This design comes from an exercise in tuning for small area, a short achievable clock period and few clock cycles on the open sky130 flow, not from production work.
The RTL was checked by simulation tests, not by an equivalence proof against the original design.
Power is estimated from default activity; no workload was simulated.

==> flow/design.v (excerpt) <==
module sorted_list_pool (
  input  logic        clk_i,
  input  logic        rst_ni,
  input  logic        start,
  input  logic [1:0]  in_kind,
  input  logic [31:0] in_value,
  output logic        busy,
  output logic        res_valid_o,
  output logic [1:0]  res_status,
  output logic [3:0]  res_slot,
  output logic [31:0] res_entry_value,
  output logic [4:0]  res_removed,
  output logic        res_last
);
For scale: ~3500 cells after synthesis, about 810 flip-flops.
Settings: LEC_CHECK=0, CAP_MARGIN=20, CORE_MARGIN=2, CORE_UTILIZATION=45, CTS_CLUSTER_DIAMETER=133, CTS_CLUSTER_SIZE=24, SETUP_SLACK_MARGIN=5, SLEW_MARGIN=20; clock period 8.0 ns.
run.sh (not shown) runs the stock make flow with config.mk's settings and CLKGATE_MAP_FILE= SYNTH_SCRIPT=/design/flow/synth_recipe.tcl, a recipe that flattens the netlist after the stock synthesis.
The first run produced a clean layout.
Testbench counts at the start, summed over its fixed seeds: cycles 8,461.
Change:
Settings changed: CORE_UTILIZATION 45 to 30.
The changed run finished with timing, DRC and antenna clean.
Sequential power stays flat.
Core utilization fell by 17 points.
Clock power rose by a few percent.
Power rose slightly.
Routed wire length stays flat.
Setup slack is better by 0.033 ns.
Combinational power rose by a few percent.
Hold slack is better by 0.0041 ns.
Clock-buffer cell count fell by 3.
Change:
Settings changed: CORE_UTILIZATION 30 to 45, CTS_CLUSTER_SIZE 24 to 20, GPL_ROUTABILITY_DRIVEN set to 0.
Result:
- The new run passed the timing, design-rule and antenna checks
- clock skew fell by 0.046 ns
- final area fell by about 1.5%
- synthesized cell count stays the same
- count of clock-buffer cells in the layout rose by 17
- worst setup slack got worse by 0.018 ns
Change:
Settings changed: CTS_CLUSTER_SIZE 20 to 24, GPL_ROUTABILITY_DRIVEN 0 to not set, PLACE_DENSITY set to 0.75.
Effect:
- wire length came out lower by 3.5%
- cell area went down by 0.80%
- cell count shrinks by 0.66%
- global-route usage is lower by 1.4 points
Change:
Settings changed: CORE_UTILIZATION 45 to 30, CTS_CLUSTER_DIAMETER 133 to not set, CTS_CLUSTER_SIZE 24 to not set, PLACE_DENSITY 0.75 to not set.
After rerunning:
- The new run finished clean
- clock power goes up by about 90%
- die area is higher by about 50%
- cell area increases by about 6.5%
- synthesized area is unchanged
- wire length goes up by about 8%
Change:
Settings changed: CORE_UTILIZATION 30 to 50.
Result: Clock-buffer cell count came out higher by 8; cell area is lower slightly; die area decreases by well over a third; via count is higher by a few percent; synthesized area does not change; maximum frequency came out lower by a few percent; sequential power hardly moves; utilization is higher by 24 points.

Starting RTL as in the previous note.
==> flow/design.v (excerpt) <==
module sorted_list_pool (
  input  logic        clk_i,
  input  logic        rst_ni,
  input  logic        start,
  input  logic [1:0]  in_kind,
  input  logic [31:0] in_value,
  output logic        busy,
  output logic        res_valid_o,
  output logic [1:0]  res_status,
  output logic [3:0]  res_slot,
  output logic [31:0] res_entry_value,
  output logic [4:0]  res_removed,
  output logic        res_last
);
==> flow/config.mk <==
export PLATFORM = sky130hd
export DESIGN_NAME = sorted_list_pool
export DESIGN_NICKNAME = sorted_list_pool
export VERILOG_FILES = /design/flow/design.v
export SDC_FILE = /design/flow/constraint.sdc
export NUM_CORES = 4
export LEC_CHECK = 0
export CAP_MARGIN = 20
export CORE_MARGIN = 2
export CORE_UTILIZATION = 45
export CTS_CLUSTER_DIAMETER = 133
export CTS_CLUSTER_SIZE = 16
export SETUP_SLACK_MARGIN = 5
export SLEW_MARGIN = 20
==> flow/constraint.sdc <==
create_clock -name core_clock -period 8.0 [get_ports {clk_i}]
set_input_delay 1.6000 -clock core_clock [delete_from_list [all_inputs] [get_ports {clk_i}]]
set_output_delay 1.6000 -clock core_clock [all_outputs]
set_load 0.01 [all_outputs]
Testbench counts at the start, summed over its fixed seeds: cycles 8,461.
==> next run, changes <==
Settings changed: CORE_UTILIZATION 45 to 30, CTS_CLUSTER_DIAMETER 133 to not set, CTS_CLUSTER_SIZE 16 to not set, TNS_END_PERCENT set to 10.
=> The new run completed with no timing, DRC or antenna violations; fmax went down by 4.0%; die area went up by 49%; total power went up by 15%; count of clock-buffer cells in the layout went up by 29.
==> next run, changes <==
Settings changed: CORE_UTILIZATION 30 to 45, CTS_CLUSTER_DIAMETER set to 133, CTS_CLUSTER_SIZE set to 20, TNS_END_PERCENT 10 to not set.
Result:
- via count went down by 1.0%
- sequential cell count does not change
- die area went down by 33%
- area after synthesis is unchanged
==> next run, changes <==
Settings changed: PLACE_DENSITY set to 0.75.
Result:
- utilization goes down by 0.26 points
- cell area goes down by 0.49%
- die area does not change
- non-clock buffer count goes down by 27
- maximum frequency is about the same

static timing again, ports no longer ideal:
How much do the figures lean on ideal ports? The routed layouts below were timed once more, with nothing changed but the port constraints. Step 1 assumes that a clkbuf_16 drives the clock port and a buf_2 every other input. Step 2, shift: input delay + t, output delay - t, t = (earliest + latest rising clock arrival at the registers) / 2. This alone moves slack from input paths to output paths. Three values: ideal, step 1, step 2; two values: the first two.
| run | t (ns) | setup slack, ns | slew at the worst register clock pin (ns) | worst slew at a driven data input, ns |
|---|---|---|---|---|
| the first run of note 1 | 0.697 | 4.926 / 4.926 / 4.395 | 0.11 / 0.11 | 0.04 |
| the second run of note 1 | 0.725 | 4.959 / 4.958 / 4.589 | 0.11 / 0.11 | 0.05 |
| the third run of note 1 | 0.712 | 4.940 / 4.940 / 4.371 | 0.10 / 0.10 | 0.05 |
| the fourth run of note 1 | 0.692 | 4.924 / 4.924 / 4.337 | 0.11 / 0.11 | 0.07 |
| the fifth run of note 1 | 0.792 | 4.996 / 4.959 / 4.585 | 0.07 / 0.07 | 0.06 |
| the sixth run of note 1 | 0.748 | 4.894 / 4.894 / 4.318 | 0.07 / 0.07 | 0.05 |
| the first run of note 2 | 0.748 | 4.930 / 4.930 / 4.432 | 0.09 / 0.09 | 0.05 |
| the second run of note 2 | 0.786 | 4.803 / 4.731 / 4.483 | 0.07 / 0.07 | 0.06 |
| the third run of note 2 | 0.706 | 4.988 / 4.988 / 4.393 | 0.10 / 0.10 | 0.04 |
| the fourth run of note 2 | 0.716 | 4.981 / 4.981 / 4.349 | 0.10 / 0.10 | 0.07 |
After both steps every run listed still meets setup and hold. For the fourth run of note 2, which loses most, drivers alone change the setup slack by 0.000 ns; drivers and shift together by -0.632 ns.
